Source: an optimization exercise on an open RTL-to-GDS flow (aim: small area, a short achievable clock period and few clock cycles). Production flows keep margins and buffers that such runs may drop. Where RTL was checked, it was by simulation tests only, not by an equivalence proof against the original. Function not checked in run 2: the RTL went through the layout flow alone. Power figures rest on the tool's default switching activity, not on a simulated workload.

## flow/design.v (module list and top-level ports; edited modules follow where they fit)
// module xyolo_lane: 741 lines
// module xyolo_fa: 4 lines
// module xyolo_ha: 4 lines
// module xyolo_lanes: 171 lines
module xyolo_lanes
#(
  parameter int DATA_W   = xyolo_lanes_pkg::c_DATA_W,
  parameter int N_LANES  = xyolo_lanes_pkg::c_N_LANES,
  parameter int SHIFT_W  = xyolo_lanes_pkg::c_SHIFT_W,
  parameter int CNT_W    = xyolo_lanes_pkg::c_CNT_W,
  parameter int LEAKY_SH = xyolo_lanes_pkg::c_LEAKY_SH
) (
  input  logic                      clk,
  input  logic                      rst,
  input  logic                      start,
  input  logic [CNT_W-1:0]          cfg_n_acc,
  input  logic [CNT_W-1:0]          cfg_n_out,
  input  logic [2:0]                cfg_mp_win,
  input  logic                      cfg_bias,
  input  logic                      cfg_leaky,
  input  logic                      cfg_maxpool,
  input  logic                      cfg_bypass,
  input  logic [SHIFT_W-1:0]        cfg_shift,
  input  logic                      in_valid,
  output logic                      in_ready,
  input  logic [N_LANES*DATA_W-1:0] in_pixel,
  input  logic [N_LANES*DATA_W-1:0] in_weight,
  input  logic [N_LANES*DATA_W-1:0] in_bias,
  output logic                      out_valid,
  input  logic                      out_ready,
  output logic [N_LANES*DATA_W-1:0] out_data,
  output logic                      busy,
  output logic                      done
);
  // ...
==> flow/flow/run.sh <==
#!/bin/bash
# Standard synthesis unchanged, then the standard layout steps with the
# timing repair asked to leave extra setup margin (so that it sizes the
# critical paths for a period well below the 10 ns constraint) and with
# plain buffers, rather than delay cells, on the ports.
set -euo pipefail
MARGIN=$(cat flow/margin.txt)
bash standard.sh synth > synth.log 2>&1
bash standard.sh SETUP_SLACK_MARGIN=$MARGIN \
  BUFFER_PORTS_ARGS="-buffer_cell sky130_fd_sc_hd__buf_2" finish > layout.log 2>&1
==> flow/flow/margin.txt <==
6.5
==> flow/standard.sh <==
#!/bin/bash
# synth_recipe.tcl (not shown) runs the flow's synth.tcl, then flattens the netlist and writes it again
# the make line also repeats each setting of config.mk as NAME=value (left out here)
make -C /OpenROAD-flow-scripts/flow DESIGN_CONFIG=/design/flow/config.mk WORK_HOME=/design/flow/orfs CLKGATE_MAP_FILE= SYNTH_SCRIPT=/design/flow/synth_recipe.tcl "${@:-finish}"
==> flow/config.mk <==
export PLATFORM = sky130hd
export DESIGN_NAME = xyolo_lanes
export DESIGN_NICKNAME = xyolo_lanes
export VERILOG_FILES = /design/flow/design.v
export SDC_FILE = /design/flow/constraint.sdc
export NUM_CORES = 4
export LEC_CHECK = 0
export ABC_AREA = 1
export CAP_MARGIN = 20
export CORE_MARGIN = 2
export CORE_UTILIZATION = 65
export CTS_CLUSTER_DIAMETER = 120
export CTS_CLUSTER_SIZE = 24
export GPL_ROUTABILITY_DRIVEN = 0
export PLACE_DENSITY = 0.75
export SLEW_MARGIN = 20
export SYNTH_HIERARCHICAL = 1
==> flow/constraint.sdc <==
create_clock -name core_clock -period 10.0 [get_ports {clk}]
set_input_delay 2.0000 -clock core_clock [delete_from_list [all_inputs] [get_ports {clk}]]
set_output_delay 2.0000 -clock core_clock [all_outputs]
set_load 0.01 [all_outputs]
==> flow_metrics.tcl, run 1 <==
set metrics [dict create \
    clkLatencyLatePin_ns 0.68 \
    pg_clk_uw 2170 \
    signal_buffers 379 \
    synth.yosys.seq_area_share_pct 32.5 \
    setup_slack_ns 6.59 \
    hold_path.startpoint "g_lane[1].u_lane.r_ld0" \
    drc 0 \
    dr_wl_met3_mm 16.5 \
    seq_cell_count 957 \
    die_w_um 324 \
    critical_path.max_stage_delay_ns 0.77 \
    met1_length_mm 71.3 \
    hold_viol_final 0 \
    reg2reg_slack_ns 6.59 \
    grt_antenna_before_repair 12 \
    syn2layout_area_growth_pct 6.26 \
    outcome "no timing/DRC/antenna violations" \
    cp_num_cells 4 \
    drtIter0Drc 5902 \
    synth_cell_types 52 \
    synth-edff-count 247 \
    start_util_pct 65.4 \
    largest_register_ffs 172 \
    placed_area_mm2 0.0685 \
    grt.busiest_layer "met2" \
    wl_mm 174 \
    syn_inst 7656 \
]
Testbench counts, summed over its fixed seeds: cycles 40,467.
==> module xyolo_lanes, before the edit <==
module xyolo_lanes
#(
  parameter int DATA_W   = xyolo_lanes_pkg::c_DATA_W,
  parameter int N_LANES  = xyolo_lanes_pkg::c_N_LANES,
  parameter int SHIFT_W  = xyolo_lanes_pkg::c_SHIFT_W,
  parameter int CNT_W    = xyolo_lanes_pkg::c_CNT_W,
  parameter int LEAKY_SH = xyolo_lanes_pkg::c_LEAKY_SH
) (
  input  logic                      clk,
  input  logic                      rst,
  input  logic                      start,
  input  logic [CNT_W-1:0]          cfg_n_acc,
  input  logic [CNT_W-1:0]          cfg_n_out,
  input  logic [2:0]                cfg_mp_win,
  input  logic                      cfg_bias,
  input  logic                      cfg_leaky,
  input  logic                      cfg_maxpool,
  input  logic                      cfg_bypass,
  input  logic [SHIFT_W-1:0]        cfg_shift,
  input  logic                      in_valid,
  output logic                      in_ready,
  input  logic [N_LANES*DATA_W-1:0] in_pixel,
  input  logic [N_LANES*DATA_W-1:0] in_weight,
  input  logic [N_LANES*DATA_W-1:0] in_bias,
  output logic                      out_valid,
  input  logic                      out_ready,
  output logic [N_LANES*DATA_W-1:0] out_data,
  output logic                      busy,
  output logic                      done
);
  logic [CNT_W-1:0]   r_n_acc;           
  logic [2:0]         r_n_win;           
  logic               r_acc_le1, r_win_le1;
  logic               r_bypass, r_bias_en, r_leaky;
  logic [SHIFT_W-1:0] r_shift;
  logic [CNT_W-1:0]   r_bc;              
  logic [2:0]         r_wc;              
  logic [CNT_W-1:0]   r_oc;              
  logic               r_wl, r_wcl, r_ocl;    
  logic               r_wf, r_gf;        
  logic               r_run;             
  logic               r_busy, r_done, r_in_ready, r_out_valid, r_out_last, r_pend;
  logic               r_ldh1;            
  logic               w_st, w_acc, w_xfer;
  logic [2:0]         w_cfg_win;
  assign w_st   = start && !r_busy;
  assign w_acc  = in_valid && r_in_ready;
  assign w_xfer = r_out_valid && out_ready;
  logic [SHIFT_W-1:0] w_cfg_shift;
  assign w_cfg_shift = cfg_bypass ? '0 : cfg_shift;
  assign w_cfg_win = !cfg_maxpool ? 3'd1 : (cfg_mp_win[2] ? 3'd4 : cfg_mp_win);
  logic w_gl_nx, w_jl_nx, w_wl1, w_gf1, w_x1, w_k0a, w_k0b, w_k1a, w_k1b;
  assign w_gl_nx = r_wl && r_wcl;                       
  assign w_jl_nx = w_gl_nx && r_ocl;                    
  assign w_wl1   = r_wl ? r_acc_le1 : (r_bc == CNT_W'(2));   
  assign w_gf1   = r_wl ? r_wcl : r_gf;                 
  assign w_x1    = w_gf1 && w_wl1;
  logic w_bw0, w_bw1;
  assign w_bw0 = r_bias_en && r_wf && r_ldh1;
  assign w_bw1 = r_bias_en && r_wl && (r_wf || r_ldh1);
  assign w_k0a = r_run && !(r_gf && r_wl && r_pend) && !w_bw0;
  assign w_k0b = r_run && r_pend && r_out_valid && !w_bw0;
  assign w_k1a = !w_jl_nx && !(w_x1 && (w_gl_nx || r_pend)) && !w_bw1;
  assign w_k1b = !w_jl_nx && !(w_x1 && w_gl_nx) && r_out_valid && !w_bw1;
  logic e_ld, e_wl, e_gf, e_gl, e_jl;
  assign e_ld = w_acc && (r_wf || r_bypass);
  assign e_wl = w_acc && r_wl;
  assign e_gf = r_gf;
  assign e_gl = w_acc && w_gl_nx;
  assign e_jl = w_acc && w_jl_nx;
  always_ff @(posedge clk) begin
    if (w_st) begin
      r_bc  <= cfg_n_acc;
      r_wl  <= (cfg_n_acc[CNT_W-1:1] == '0);
      r_wf  <= 1'b1;
    end else if (w_acc) begin
      r_bc  <= r_wl ? r_n_acc : r_bc - CNT_W'(1);
      r_wl  <= w_wl1;
      r_wf  <= r_wl;
    end
    if (w_st) begin
      r_wc  <= w_cfg_win;
      r_wcl <= (w_cfg_win[2:1] == 2'd0);
      r_gf  <= 1'b1;
    end else if (e_wl) begin
      r_wc  <= r_wcl ? r_n_win : r_wc - 3'd1;
      r_wcl <= r_wcl ? r_win_le1 : (r_wc == 3'd2);
      r_gf  <= r_wcl;
    end
    if (w_st) begin
      r_oc  <= cfg_n_out;
      r_ocl <= (cfg_n_out[CNT_W-1:1] == '0);
    end else if (e_gl) begin
      r_oc  <= r_oc - CNT_W'(1);
      r_ocl <= (r_oc == CNT_W'(2));
    end
    if (w_st) begin
      r_n_acc   <= cfg_n_acc;
      r_acc_le1 <= (cfg_n_acc[CNT_W-1:1] == '0);
      r_n_win   <= w_cfg_win;
      r_win_le1 <= (w_cfg_win[2:1] == 2'd0);
      r_bypass  <= cfg_bypass;
      r_bias_en <= cfg_bias && !cfg_bypass;
      r_leaky   <= cfg_leaky && !cfg_bypass;
      r_shift   <= w_cfg_shift;
    end
  end
  logic f0_wl, f0_gf, f0_gl, f0_jl;           
  logic f1_wl, f1_gf, f1_gl, f1_jl;           
  logic f2_wl, f2_gf, f2_gl, f2_jl;           
  logic f3_wl, f3_gf, f3_gl, f3_jl;           
  always_ff @(posedge clk) begin
    if (rst) begin
      r_run <= 1'b0; r_busy <= 1'b0; r_ldh1 <= 1'b0; r_done <= 1'b0; r_in_ready <= 1'b0;
      r_out_valid <= 1'b0; r_out_last <= 1'b0; r_pend <= 1'b0;
      {f0_wl, f1_wl, f2_wl, f3_wl} <= '0;
    end else begin
      r_run      <= w_st || (r_run && !e_jl);
      r_ldh1     <= e_ld;
      r_pend     <= e_gl || (r_pend && !w_xfer);
      r_in_ready <= w_st || (w_acc ? (w_k1a || (w_k1b && out_ready))
                                   : (w_k0a || (w_k0b && out_ready)));
      r_done     <= w_xfer && r_out_last;
      r_busy     <= w_st || (r_busy && !(w_xfer && r_out_last));
      if (f3_wl && f3_gl) begin
        r_out_valid <= 1'b1;
        r_out_last  <= f3_jl;
      end else if (w_xfer) begin
        r_out_valid <= 1'b0;
      end
      {f0_wl, f1_wl, f2_wl, f3_wl} <= {e_wl, f0_wl, f1_wl, f2_wl};
    end
  end
  always_ff @(posedge clk) begin
    {f0_gf, f0_gl, f0_jl} <= {r_gf, w_gl_nx, w_jl_nx};
    {f1_gf, f1_gl, f1_jl} <= {f0_gf, f0_gl, f0_jl};
    {f2_gf, f2_gl, f2_jl} <= {f1_gf, f1_gl, f1_jl};
    {f3_gf, f3_gl, f3_jl} <= {f2_gf, f2_gl, f2_jl};
  end
  assign in_ready  = r_in_ready;
  assign out_valid = r_out_valid;
  assign busy      = r_busy;
  assign done      = r_done;
  logic [25:0] w_fit_mask;
  for (genvar t = 0; t < 26; t++) begin : g_mask
    assign w_fit_mask[t] = (5'(t) >= r_shift);
  end
  for (genvar g = 0; g < N_LANES; g++) begin : g_lane
    xyolo_lane #(
      .DATA_W   (DATA_W),
      .SHIFT_W  (SHIFT_W),
      .CNT_W    (CNT_W),
      .LEAKY_SH (LEAKY_SH)
    ) u_lane (
      .clk        (clk),
      .beat_en    (w_acc),
      .bypass     (r_bypass),
      .bias_en    (r_bias_en),
      .pixel      (in_pixel[g*DATA_W +: DATA_W]),
      .weight     (in_weight[g*DATA_W +: DATA_W]),
      .bias       (in_bias[g*DATA_W +: DATA_W]),
      .cfg_shift  (r_shift),
      .cfg_leaky  (r_leaky),
      .fit_mask   (w_fit_mask),
      .ld_beat    (e_ld),
      .pool_en    (f3_wl),
      .pool_first (f3_gf),
      .result     (out_data[g*DATA_W +: DATA_W])
    );
  end
endmodule
==> inputs of run 2 (changes only) <==
--- a/flow/design.v
+++ b/flow/design.v
@@ -25,56 +25,51 @@
 ) (
   input  logic               clk,
   input  logic               beat_en,     
   input  logic               bypass,      
   input  logic               bias_en,     
   input  logic [DATA_W-1:0]  pixel,
   input  logic [DATA_W-1:0]  weight,
   input  logic [DATA_W-1:0]  bias,
-  input  logic [SHIFT_W-1:0] cfg_shift,   
+  input  logic               sh_load,     
+  input  logic [SHIFT_W-1:0] sh_d,
   input  logic               cfg_leaky,
   input  logic [25:0]        fit_mask,    
   input  logic               ld_beat,     
   input  logic               pool_en,     
   input  logic               pool_first,  
   output logic [DATA_W-1:0]  result
 );
   logic [SHIFT_W-1:0] r_sh;
   logic               r_ld0, r_ld1;
   always_ff @(posedge clk) begin
-    r_sh  <= cfg_shift;
+    if (sh_load) r_sh <= sh_d;
     r_ld0 <= ld_beat;
     r_ld1 <= r_ld0;
   end
-  logic [15:0] w_y, r_x, r_b;
-  logic [7:0]  r_one, r_two, r_neg;
-  assign w_y = beat_en ? (bypass ? 16'd1 : weight) : 16'd0;
+  logic [15:0] r_x, r_y, r_b;
   always_ff @(posedge clk) begin
     r_x <= pixel;
-    if (ld_beat) r_b <= bias_en ? bias : 16'd0;
-  end
-  for (genvar j = 0; j < 8; j++) begin : g_enc
-    logic yl, ym, yh;
-    assign yl = (j == 0) ? 1'b0 : w_y[2*j-1];
-    assign ym = w_y[2*j];
-    assign yh = w_y[2*j+1];
-    always_ff @(posedge clk) begin
-      r_one[j] <= ym ^ yl;
-      r_two[j] <= (yh & ~ym & ~yl) | (~yh & ym & yl);
-      r_neg[j] <= yh;
-    end
+    r_y <= beat_en ? (bypass ? 16'd1 : weight) : 16'd0;
+    r_b <= bias_en ? bias : 16'd0;
   end
   logic [16:0] w_xe;
   logic [7:0]  w_one, w_two, w_neg;
   logic [16:0] w_r0, w_r1, w_r2, w_r3, w_r4, w_r5, w_r6, w_r7;
-  assign w_xe  = {r_x[15], r_x};
-  assign w_one = r_one;
-  assign w_two = r_two;
-  assign w_neg = r_neg;
+  assign w_xe = {r_x[15], r_x};
+  for (genvar j = 0; j < 8; j++) begin : g_enc
+    logic yl, ym, yh;
+    assign yl = (j == 0) ? 1'b0 : r_y[2*j-1];
+    assign ym = r_y[2*j];
+    assign yh = r_y[2*j+1];
+    assign w_one[j] = ym ^ yl;
+    assign w_two[j] = (yh & ~ym & ~yl) | (~yh & ym & yl);
+    assign w_neg[j] = yh;
+  end
   assign w_r0 = ({17{w_one[0]}} & w_xe | {17{w_two[0]}} & {w_xe[15:0], 1'b0}) ^ {17{w_neg[0]}};
   assign w_r1 = ({17{w_one[1]}} & w_xe | {17{w_two[1]}} & {w_xe[15:0], 1'b0}) ^ {17{w_neg[1]}};
   assign w_r2 = ({17{w_one[2]}} & w_xe | {17{w_two[2]}} & {w_xe[15:0], 1'b0}) ^ {17{w_neg[2]}};
   assign w_r3 = ({17{w_one[3]}} & w_xe | {17{w_two[3]}} & {w_xe[15:0], 1'b0}) ^ {17{w_neg[3]}};
   assign w_r4 = ({17{w_one[4]}} & w_xe | {17{w_two[4]}} & {w_xe[15:0], 1'b0}) ^ {17{w_neg[4]}};
   assign w_r5 = ({17{w_one[5]}} & w_xe | {17{w_two[5]}} & {w_xe[15:0], 1'b0}) ^ {17{w_neg[5]}};
   assign w_r6 = ({17{w_one[6]}} & w_xe | {17{w_two[6]}} & {w_xe[15:0], 1'b0}) ^ {17{w_neg[6]}};
   assign w_r7 = ({17{w_one[7]}} & w_xe | {17{w_two[7]}} & {w_xe[15:0], 1'b0}) ^ {17{w_neg[7]}};
@@ -307,16 +302,17 @@
   assign fc89 = (fc65 & hs17) | (1'b1 & (fc65 ^ hs17));
   wire fs90, fc90;
   xyolo_fa u_fa90 (.a(~w_r6[16]), .b(w_r7[14]), .c(hc17), .s(fs90), .co(fc90));
   wire hs20, hc20;
   assign hs20 = w_r7[15] ^ 1'b1;
   assign hc20 = w_r7[15] & 1'b1;
   logic [30:0] r_t0;
   logic [30:0] r_t1;
+  logic [15:0] r_b1;
   always_ff @(posedge clk) begin
     r_t0[0] <= w_r0[0];
     r_t1[0] <= w_neg[0];
     r_t0[1] <= w_r0[1];
     r_t0[2] <= w_neg[1];
     r_t1[2] <= hs18;
     r_t0[3] <= hc18;
     r_t1[3] <= hs19;
@@ -369,16 +365,17 @@
     r_t0[27] <= fc88;
     r_t1[27] <= fs89;
     r_t0[28] <= fc89;
     r_t1[28] <= fs90;
     r_t0[29] <= fc90;
     r_t1[29] <= hs20;
     r_t0[30] <= ~w_r7[16];
     r_t1[30] <= hc20;
+    r_b1 <= r_b;
   end
   logic [42:0] w_row0, w_row1, w_x, w_cs_s, w_cs_c, w_acc_n;
   logic [42:0] r_acc;
   logic [15:0] r_bh;     
   assign w_row0 = {1'b1, 1'b1, 1'b1, 1'b1, 1'b1, 1'b1, 1'b1, 1'b1, 1'b1, 1'b1, 1'b1, 1'b1, r_t0[30], r_t0[29], r_t0[28], r_t0[27], r_t0[26], r_t0[25], r_t0[24], r_t0[23], r_t0[22], r_t0[21], r_t0[20], r_t0[19], r_t0[18], r_t0[17], r_t0[16], r_t0[15], r_t0[14], r_t0[13], r_t0[12], r_t0[11], r_t0[10], r_t0[9], r_t0[8], r_t0[7], r_t0[6], r_t0[5], r_t0[4], r_t0[3], r_t0[2], r_t0[1], r_t0[0]};
   assign w_row1 = {1'b0, 1'b0, 1'b0, 1'b0, 1'b0, 1'b0, 1'b0, 1'b0, 1'b0, 1'b0, 1'b0, 1'b0, r_t1[30], r_t1[29], r_t1[28], r_t1[27], r_t1[26], r_t1[25], r_t1[24], r_t1[23], r_t1[22], r_t1[21], r_t1[20], r_t1[19], r_t1[18], r_t1[17], r_t1[16], r_t1[15], r_t1[14], r_t1[13], r_t1[12], r_t1[11], r_t1[10], r_t1[9], r_t1[8], r_t1[7], r_t1[6], r_t1[5], r_t1[4], r_t1[3], r_t1[2], 1'b0, r_t1[0]};
   assign w_x     = r_acc & {43{~r_ld1}};
   xyolo_fa u_cs0 (.a(w_x[0]), .b(r_t0[0]), .c(r_t1[0]), .s(w_cs_s[0]), .co(w_cs_c[0]));
@@ -708,34 +705,142 @@
   assign ca_sum[38] = ca_p0[38] ^ ca_G53;
   assign ca_sum[39] = ca_p0[39] ^ ca_G73;
   assign ca_sum[40] = ca_p0[40] ^ ca_G40;
   assign ca_sum[41] = ca_p0[41] ^ ca_G74;
   assign ca_sum[42] = ca_p0[42] ^ ca_G54;
   assign w_acc_n = ca_sum;
   always_ff @(posedge clk) begin
     r_acc <= w_acc_n;
-    if (r_ld1) r_bh <= r_b;
+    if (r_ld1) r_bh <= r_b1;
   end
   logic [47:0] w_a0;
   logic [31:0] w_s16;
   logic [23:0] w_s8;
   logic [19:0] w_s4;
   logic [17:0] w_s2;
   logic [16:0] w_t;
   logic [17:0] w_vs, w_vw;
   logic        w_big, w_ge28;
   assign w_a0  = {{(48-43){r_acc[42]}}, r_acc};
   assign w_s16 = r_sh[4] ? w_a0[47:16] : w_a0[31:0];
   assign w_s8  = r_sh[3] ? w_s16[31:8] : w_s16[23:0];
   assign w_s4  = r_sh[2] ? w_s8[23:4]  : w_s8[19:0];
   assign w_s2  = r_sh[1] ? w_s4[19:2]  : w_s4[17:0];
   assign w_t   = r_sh[0] ? w_s2[17:1]  : w_s2[16:0];
   assign w_big = |((r_acc[41:16] ^ {26{r_acc[42]}}) & fit_mask[25:0]);
-  assign w_vs  = {w_t[16], w_t} + {{2{r_bh[15]}}, r_bh};
+  wire [17:0] pa_p0, pa_g0, pa_sum;
+  assign pa_p0 = {w_t[16], w_t} ^ {{2{r_bh[15]}}, r_bh};
+  assign pa_g0 = {w_t[16], w_t} & {{2{r_bh[15]}}, r_bh};
+  wire pa_G0, pa_P0;
+  assign pa_G0 = pa_g0[1] | (pa_p0[1] & pa_g0[0]);
+  assign pa_P0 = pa_p0[1] & pa_p0[0];
+  wire pa_G1, pa_P1;
+  assign pa_G1 = pa_g0[3] | (pa_p0[3] & pa_g0[2]);
+  assign pa_P1 = pa_p0[3] & pa_p0[2];
+  wire pa_G2, pa_P2;
+  assign pa_G2 = pa_g0[5] | (pa_p0[5] & pa_g0[4]);
+  assign pa_P2 = pa_p0[5] & pa_p0[4];
+  wire pa_G3, pa_P3;
+  assign pa_G3 = pa_g0[7] | (pa_p0[7] & pa_g0[6]);
+  assign pa_P3 = pa_p0[7] & pa_p0[6];
+  wire pa_G4, pa_P4;
+  assign pa_G4 = pa_g0[9] | (pa_p0[9] & pa_g0[8]);
+  assign pa_P4 = pa_p0[9] & pa_p0[8];
+  wire pa_G5, pa_P5;
+  assign pa_G5 = pa_g0[11] | (pa_p0[11] & pa_g0[10]);
+  assign pa_P5 = pa_p0[11] & pa_p0[10];
+  wire pa_G6, pa_P6;
+  assign pa_G6 = pa_g0[13] | (pa_p0[13] & pa_g0[12]);
+  assign pa_P6 = pa_p0[13] & pa_p0[12];
+  wire pa_G7, pa_P7;
+  assign pa_G7 = pa_g0[15] | (pa_p0[15] & pa_g0[14]);
+  assign pa_P7 = pa_p0[15] & pa_p0[14];
+  wire pa_G8, pa_P8;
+  assign pa_G8 = pa_g0[17] | (pa_p0[17] & pa_g0[16]);
+  assign pa_P8 = pa_p0[17] & pa_p0[16];
+  wire pa_G9, pa_P9;
+  assign pa_G9 = pa_G1 | (pa_P1 & pa_G0);
+  assign pa_P9 = pa_P1 & pa_P0;
+  wire pa_G10, pa_P10;
+  assign pa_G10 = pa_G3 | (pa_P3 & pa_G2);
+  assign pa_P10 = pa_P3 & pa_P2;
+  wire pa_G11, pa_P11;
+  assign pa_G11 = pa_G5 | (pa_P5 & pa_G4);
+  assign pa_P11 = pa_P5 & pa_P4;
+  wire pa_G12, pa_P12;
+  assign pa_G12 = pa_G7 | (pa_P7 & pa_G6);
+  assign pa_P12 = pa_P7 & pa_P6;
+  wire pa_G13, pa_P13;
+  assign pa_G13 = pa_G10 | (pa_P10 & pa_G9);
+  assign pa_P13 = pa_P10 & pa_P9;
+  wire pa_G14, pa_P14;
+  assign pa_G14 = pa_G12 | (pa_P12 & pa_G11);
+  assign pa_P14 = pa_P12 & pa_P11;
+  wire pa_G15, pa_P15;
+  assign pa_G15 = pa_G14 | (pa_P14 & pa_G13);
+  assign pa_P15 = pa_P14 & pa_P13;
+  wire pa_G16, pa_P16;
+  assign pa_G16 = pa_G11 | (pa_P11 & pa_G13);
+  assign pa_P16 = pa_P11 & pa_P13;
+  wire pa_G17, pa_P17;
+  assign pa_G17 = pa_G2 | (pa_P2 & pa_G9);
+  assign pa_P17 = pa_P2 & pa_P9;
+  wire pa_G18, pa_P18;
+  assign pa_G18 = pa_G4 | (pa_P4 & pa_G13);
+  assign pa_P18 = pa_P4 & pa_P13;
+  wire pa_G19, pa_P19;
+  assign pa_G19 = pa_G6 | (pa_P6 & pa_G16);
+  assign pa_P19 = pa_P6 & pa_P16;
+  wire pa_G20, pa_P20;
+  assign pa_G20 = pa_G8 | (pa_P8 & pa_G15);
+  assign pa_P20 = pa_P8 & pa_P15;
+  wire pa_G21, pa_P21;
+  assign pa_G21 = pa_g0[2] | (pa_p0[2] & pa_G0);
+  assign pa_P21 = pa_p0[2] & pa_P0;
+  wire pa_G22, pa_P22;
+  assign pa_G22 = pa_g0[4] | (pa_p0[4] & pa_G9);
+  assign pa_P22 = pa_p0[4] & pa_P9;
+  wire pa_G23, pa_P23;
+  assign pa_G23 = pa_g0[6] | (pa_p0[6] & pa_G17);
+  assign pa_P23 = pa_p0[6] & pa_P17;
+  wire pa_G24, pa_P24;
+  assign pa_G24 = pa_g0[8] | (pa_p0[8] & pa_G13);
+  assign pa_P24 = pa_p0[8] & pa_P13;
+  wire pa_G25, pa_P25;
+  assign pa_G25 = pa_g0[10] | (pa_p0[10] & pa_G18);
+  assign pa_P25 = pa_p0[10] & pa_P18;
+  wire pa_G26, pa_P26;
+  assign pa_G26 = pa_g0[12] | (pa_p0[12] & pa_G16);
+  assign pa_P26 = pa_p0[12] & pa_P16;
+  wire pa_G27, pa_P27;
+  assign pa_G27 = pa_g0[14] | (pa_p0[14] & pa_G19);
+  assign pa_P27 = pa_p0[14] & pa_P19;
+  wire pa_G28, pa_P28;
+  assign pa_G28 = pa_g0[16] | (pa_p0[16] & pa_G15);
+  assign pa_P28 = pa_p0[16] & pa_P15;
+  assign pa_sum[0] = pa_p0[0] ^ 1'b0;
+  assign pa_sum[1] = pa_p0[1] ^ pa_g0[0];
+  assign pa_sum[2] = pa_p0[2] ^ pa_G0;
+  assign pa_sum[3] = pa_p0[3] ^ pa_G21;
+  assign pa_sum[4] = pa_p0[4] ^ pa_G9;
+  assign pa_sum[5] = pa_p0[5] ^ pa_G22;
+  assign pa_sum[6] = pa_p0[6] ^ pa_G17;
+  assign pa_sum[7] = pa_p0[7] ^ pa_G23;
+  assign pa_sum[8] = pa_p0[8] ^ pa_G13;
+  assign pa_sum[9] = pa_p0[9] ^ pa_G24;
+  assign pa_sum[10] = pa_p0[10] ^ pa_G18;
+  assign pa_sum[11] = pa_p0[11] ^ pa_G25;
+  assign pa_sum[12] = pa_p0[12] ^ pa_G16;
+  assign pa_sum[13] = pa_p0[13] ^ pa_G26;
+  assign pa_sum[14] = pa_p0[14] ^ pa_G19;
+  assign pa_sum[15] = pa_p0[15] ^ pa_G27;
+  assign pa_sum[16] = pa_p0[16] ^ pa_G15;
+  assign pa_sum[17] = pa_p0[17] ^ pa_G28;
+  assign w_vs = pa_sum;
   assign w_ge28 = &r_sh[4:2];
   assign w_vw[12:0] = w_vs[12:0];
   assign w_vw[13] = (r_sh[1] & r_sh[0]) ? w_vs[12] : w_vs[13];
   assign w_vw[14] = r_sh[1] ? (r_sh[0] ? w_vs[12] : w_vs[13]) : w_vs[14];
   assign w_vw[15] = r_sh[1] ? (r_sh[0] ? w_vs[12] : w_vs[13]) : (r_sh[0] ? w_vs[14] : w_vs[15]);
   assign w_vw[17:16] = {2{w_vw[15]}};
   logic [17:0] r_y18;
   logic        r_big, r_bsg;
@@ -804,38 +909,34 @@
   logic [SHIFT_W-1:0] r_shift;
   logic [CNT_W-1:0]   r_bc;              
   logic [2:0]         r_wc;              
   logic [CNT_W-1:0]   r_oc;              
   logic               r_wl, r_wcl, r_ocl;    
   logic               r_wf, r_gf;        
   logic               r_run;             
   logic               r_busy, r_done, r_in_ready, r_out_valid, r_out_last, r_pend;
-  logic               r_ldh1;            
   logic               w_st, w_acc, w_xfer;
   logic [2:0]         w_cfg_win;
   assign w_st   = start && !r_busy;
   assign w_acc  = in_valid && r_in_ready;
   assign w_xfer = r_out_valid && out_ready;
   logic [SHIFT_W-1:0] w_cfg_shift;
   assign w_cfg_shift = cfg_bypass ? '0 : cfg_shift;
   assign w_cfg_win = !cfg_maxpool ? 3'd1 : (cfg_mp_win[2] ? 3'd4 : cfg_mp_win);
   logic w_gl_nx, w_jl_nx, w_wl1, w_gf1, w_x1, w_k0a, w_k0b, w_k1a, w_k1b;
   assign w_gl_nx = r_wl && r_wcl;                       
   assign w_jl_nx = w_gl_nx && r_ocl;                    
   assign w_wl1   = r_wl ? r_acc_le1 : (r_bc == CNT_W'(2));   
   assign w_gf1   = r_wl ? r_wcl : r_gf;                 
   assign w_x1    = w_gf1 && w_wl1;
-  logic w_bw0, w_bw1;
-  assign w_bw0 = r_bias_en && r_wf && r_ldh1;
-  assign w_bw1 = r_bias_en && r_wl && (r_wf || r_ldh1);
-  assign w_k0a = r_run && !(r_gf && r_wl && r_pend) && !w_bw0;
-  assign w_k0b = r_run && r_pend && r_out_valid && !w_bw0;
-  assign w_k1a = !w_jl_nx && !(w_x1 && (w_gl_nx || r_pend)) && !w_bw1;
-  assign w_k1b = !w_jl_nx && !(w_x1 && w_gl_nx) && r_out_valid && !w_bw1;
+  assign w_k0a = r_run && !(r_gf && r_wl && r_pend);
+  assign w_k0b = r_run && r_pend && r_out_valid;
+  assign w_k1a = !w_jl_nx && !(w_x1 && (w_gl_nx || r_pend));
+  assign w_k1b = !w_jl_nx && !(w_x1 && w_gl_nx) && r_out_valid;
   logic e_ld, e_wl, e_gf, e_gl, e_jl;
   assign e_ld = w_acc && (r_wf || r_bypass);
   assign e_wl = w_acc && r_wl;
   assign e_gf = r_gf;
   assign e_gl = w_acc && w_gl_nx;
   assign e_jl = w_acc && w_jl_nx;
   always_ff @(posedge clk) begin
     if (w_st) begin
@@ -875,22 +976,21 @@
     end
   end
   logic f0_wl, f0_gf, f0_gl, f0_jl;           
   logic f1_wl, f1_gf, f1_gl, f1_jl;           
   logic f2_wl, f2_gf, f2_gl, f2_jl;           
   logic f3_wl, f3_gf, f3_gl, f3_jl;           
   always_ff @(posedge clk) begin
     if (rst) begin
-      r_run <= 1'b0; r_busy <= 1'b0; r_ldh1 <= 1'b0; r_done <= 1'b0; r_in_ready <= 1'b0;
+      r_run <= 1'b0; r_busy <= 1'b0; r_done <= 1'b0; r_in_ready <= 1'b0;
       r_out_valid <= 1'b0; r_out_last <= 1'b0; r_pend <= 1'b0;
       {f0_wl, f1_wl, f2_wl, f3_wl} <= '0;
     end else begin
       r_run      <= w_st || (r_run && !e_jl);
-      r_ldh1     <= e_ld;
       r_pend     <= e_gl || (r_pend && !w_xfer);
       r_in_ready <= w_st || (w_acc ? (w_k1a || (w_k1b && out_ready))
                                    : (w_k0a || (w_k0b && out_ready)));
       r_done     <= w_xfer && r_out_last;
       r_busy     <= w_st || (r_busy && !(w_xfer && r_out_last));
       if (f3_wl && f3_gl) begin
         r_out_valid <= 1'b1;
         r_out_last  <= f3_jl;
@@ -923,17 +1023,18 @@
     ) u_lane (
       .clk        (clk),
       .beat_en    (w_acc),
       .bypass     (r_bypass),
       .bias_en    (r_bias_en),
       .pixel      (in_pixel[g*DATA_W +: DATA_W]),
       .weight     (in_weight[g*DATA_W +: DATA_W]),
       .bias       (in_bias[g*DATA_W +: DATA_W]),
-      .cfg_shift  (r_shift),
+      .sh_load    (w_st),
+      .sh_d       (w_cfg_shift),
       .cfg_leaky  (r_leaky),
       .fit_mask   (w_fit_mask),
       .ld_beat    (e_ld),
       .pool_en    (f3_wl),
       .pool_first (f3_gf),
       .result     (out_data[g*DATA_W +: DATA_W])
     );
   end
==> flow/config.mk (replaced) <==
export PLATFORM = sky130hd
export DESIGN_NAME = xyolo_lanes
export DESIGN_NICKNAME = xyolo_lanes
export VERILOG_FILES = /design/flow/design.v
export SDC_FILE = /design/flow/constraint.sdc
export NUM_CORES = 4
export LEC_CHECK = 0
export ABC_AREA = 1
export CAP_MARGIN = 20
export CORE_MARGIN = 2
export CORE_UTILIZATION = 40
export SLEW_MARGIN = 20
export SYNTH_HIERARCHICAL = 1
==> flow_metrics.tcl, run 2 <==
set metrics [dict create \
    die-area_mm2 0.168 \
    gr-total-overflow 0 \
    setup_viol 0 \
    outcome "no timing/DRC/antenna violations" \
    start_kind "register" \
    cts.htree.levels 3 \
    ys_top_cells_by_count "1,319 x nand2_1, 953 x inv_1, 785 x dfxtp_1" \
    die_w_um 410 \
    rsz0062_at_grt "true" \
    largest_register_ffs 172 \
    wl_per_cell_um 19.8 \
    worst_pin_slew_ns 1.12 \
    reg2reg_slack_ns 5.97 \
    place_congestion 0.913 \
    syn_area_per_cell_um2 9.01 \
    layout.nets 9004 \
    drv_slew 0 \
    finClkSkew_ns 0.0651 \
    reg_top3 "g_lane.u_lane.r_acc: 172 flops, g_lane.u_lane.r_t0: 124 flops, g_lane.u_lane.r_t1: 120 flops" \
    synth_nets 8530 \
    synth.top_cell.area_share_pct 23.8 \
    final.setup.tns_ns 0 \
    synthTopCellsByArea "dfxtp_1 24%, fa_1 18%, edfxtp_1 9.2%" \
    nFillCells 15500 \
    postRouteAntennaNets 0 \
    path_max_fanout 7 \
    drtIter0Drc 4204 \
    power_density_mw_per_mm2 259 \
    hold-path-cell-count 0 \
    end_kind "register" \
    ys_warn_count 8 \
    synth_seq_cells 988 \
    grt_antenna_before_repair 6 \
    synth-edff-count 203 \
    drive_gt1_share_pct 19.7 \
    clkLatencyLatePin_ns 0.78 \
    top_register "g_lane.u_lane.r_acc" \
    cts_buffer_depth 3 \
    async_flop_share_pct 0 \
    max_cap_violations 0 \
    rr_worst_depth 23 \
    synth_cell_types 59 \
    via_count 52600 \
    r2r-end "g_lane[3].u_lane.r_y18[15]" \
    placed_area_mm2 0.0691 \
    arrival_ns 4.68 \
    start_util_pct 40.1 \
    synth.yosys.seq_area_share_pct 33.0 \
    wl_mm 200 \
    hold_viol_final 0 \
    dp.cells 9526 \
    holdPathEnd "f3_gl" \
    worstSetupPathType "reg -> reg" \
    core_area_mm2 0.164 \
    layout_commonest_cell "nand2_1" \
    clkTransAtPathRegs_ns 0.07 \
    finalNonFillerCells 10100 \
    drc 0 \
    clock_sinks 988 \
    hold_buffers 0 \
    p_leak_uw 0.0394 \
    syn2layout_area_growth_pct 20.1 \
    syn_inst 7323 \
    reg2reg_from "g_lane[3].u_lane.r_sh[4]" \
    min_period_over_period_pct 40.3 \
    final_cell_mix "1,255 x nand2_1, 896 x inv_1, 758 x dfxtp_1" \
    grt_usage_pct 22.8 \
    cts_buffers 115 \
    synth_ff_type "dfxtp_1" \
    root_buffer "clkbuf_16" \
    cp.required_ns 10.65 \
    fmax_mhz 248 \
    rows 149 \
    grt_pass1_wl_mm 300 \
    mappedNetlistArea_mm2 0.0660 \
    total_power_uw 20500 \
    grt_max_degree 66 \
    setup_slack_ns 5.97 \
    hold_path.class "reg -> reg" \
    synth_most_common_cell "nand2_1" \
    irDropWorstVdd_v 0.000151 \
    final_cell_area_mm2 0.0793 \
    boundaryPins 301 \
    die_h_um 410 \
    dp_hpwl_mm 142 \
    port-buffer-count 300 \
    cts_tree "built" \
    yosys.area.top_type "dfxtp_1" \
    slew_headroom_pct 24.7 \
    min_period_ns 4.03 \
    grt_pass1_vias 51800 \
    hold_path.startpoint "f2_gl" \
    via_per_inst 5.22 \
    place_ws_ns 5.24 \
    drt_first_pass_iters 6 \
]
-- run 2: cell types whose count changed after synthesis, moves of 36 or more --
cell	delta
a21oi_1	-63
a22oi_1	+36
buf_4	+44
dfxtp_1	+75
edfxtp_1	-44
fa_1	+36
inv_1	-56
nand2_1	-86
nand3_1	-114
o21ai_0	-97
xor2_1	-38
-- run 2: power by group --
group	switching, uW	internal (uW)
combinational	5990	4230
sequential	647	5190
clock	1820	2660
total	8450	12100
-- run 2: routing by layer --
metal / up-vias / wire (um) / track usage [%]
li1: 24800 / - / -
met1: 25400 / 90700 / 32.9
met2: 1999 / 88000 / 34.8
met3: 373 / 14700 / 3.48
met4: 2 / 6550 / 7.71
met5: - / 12 / 0
-- run 2: layout make-up --
class | instances | area, um^2 | share of cell area, %
timing repair inverter | 11 | 62.6 | 0.0789
inverter | 1007 | 3950 | 4.98
sequential | 988 | 21900 | 27.6
clock buffer | 163 | 3350 | 4.23
antenna | 3 | 7.51 | 0.00947
tap | 2189 | 2740 | 3.45
timing repair buffer | 696 | 5770 | 7.28
multi-input combinational | 4978 | 40800 | 51.4
clock inverter | 50 | 712 | 0.898
-- run 2: repair_timing --
action	4_1_cts	5_1_grt
endpoints found under the setup margin	335	234
pin swaps	94	167
resized for setup	410	391
cloned	22	31
buffers inserted	156	134
-- run 2: cells by family after synthesis --
kind of cell    count (synthesis)  share of synthesized area, %
flops                         988                          33.0
simple gates                 2093                          12.9
buf+inv                      1359                          8.64
fa+ha+maj                     974                          25.1
compound gates               1267                          11.8
mux                            20                         0.303
xor+xnor                      622                          8.25
-- run 2: stage by stage --
step	utilization (%)	hold slack, ns
after global placement	42.0	0.311
after floorplan	-	0.310
after detailed placement	42.0	0.312
after CTS	46.3	0.321
final	48.2	0.315
after global routing	48.2	0.323
-- run 2: worst max-delay path by stage --
stage | slack, ns | startpoint | to | cells after the start
global route | 5.80 | g_lane[3].u_lane.r_sh[4] | g_lane[3].u_lane.r_y18[17] | 23
CTS | 6.07 | g_lane[0].u_lane.r_sh[4] | g_lane[0].u_lane.r_y18[17] | 25
detailed placement | 5.24 | g_lane[3].u_lane.r_y[9] | g_lane[3].u_lane.r_t1[16] | 8
finish | 5.97 | g_lane[3].u_lane.r_sh[4] | g_lane[3].u_lane.r_y18[15] | 23
global placement | 5.37 | g_lane[0].u_lane.r_y[9] | g_lane[0].u_lane.r_t1[16] | 8
floorplan | 6.43 | g_lane[0].u_lane.r_sh[4] | g_lane[0].u_lane.r_y18[15] | 25
-- run 2: worst max-delay path: stages (launching register included) --
cell and delay [ns]:
edfxtp_1 0.42, buf_6 0.18, buf_6 0.13, buf_16 0.13, o21ai_1 0.19, o21ai_2 0.12, o21ai_1 0.21, nand2_1 0.10
o21ai_2 0.10, mux2i_1 0.14, ha_1 0.39, nand2_2 0.13, nand3_4 0.09, a31oi_4 0.24, o21ai_4 0.10, nand2_1 0.08
nand2_2 0.08, fa_2 0.38, xor2_2 0.16, nand3_1 0.10, and2_4 0.20, inv_4 0.04, a31oi_4 0.14, o21ai_1 0.08
-- run 2: per-module statistics from Yosys (local to each module, per instance), a selection --
module | cells inside | area [um^2] | flip-flops and latches
xyolo_lanes | 451 | 3880 | 80
xyolo_fa | 1 | 20.0 | 0
xyolo_ha | 1 | 12.5 | 0

==> static timing again, ports no longer ideal <==
No port has a modelled driver above. Below, the same layouts with a new extraction and two added sets of constraints. Step 1 assumes that a clkbuf_16 drives the clock port and a buf_2 every other input. Step 2 times the ports against the registers' clock, not the clock port: input delays grow and output delays shrink by t, the midpoint of the rising clock arrivals with the driver on. Three values: ideal ports, drivers, drivers and shift; two values: the first two.
run | t (ns) | setup slack, ns | worst setup path at the end | slew at the worst register clock pin (ns) | worst data-port slew with drivers (ns)
run 1 | 0.742 | 6.586 / 6.566 / 5.892 | input to register | 0.11 / 0.11 | 0.08
run 2 | 0.827 | 5.970 / 5.970 / 5.970 | register to register | 0.07 / 0.07 | 0.08
After both steps every run listed still meets setup and hold. For run 1, which loses most, drivers alone change the setup slack by -0.020 ns; drivers and shift together by -0.694 ns.
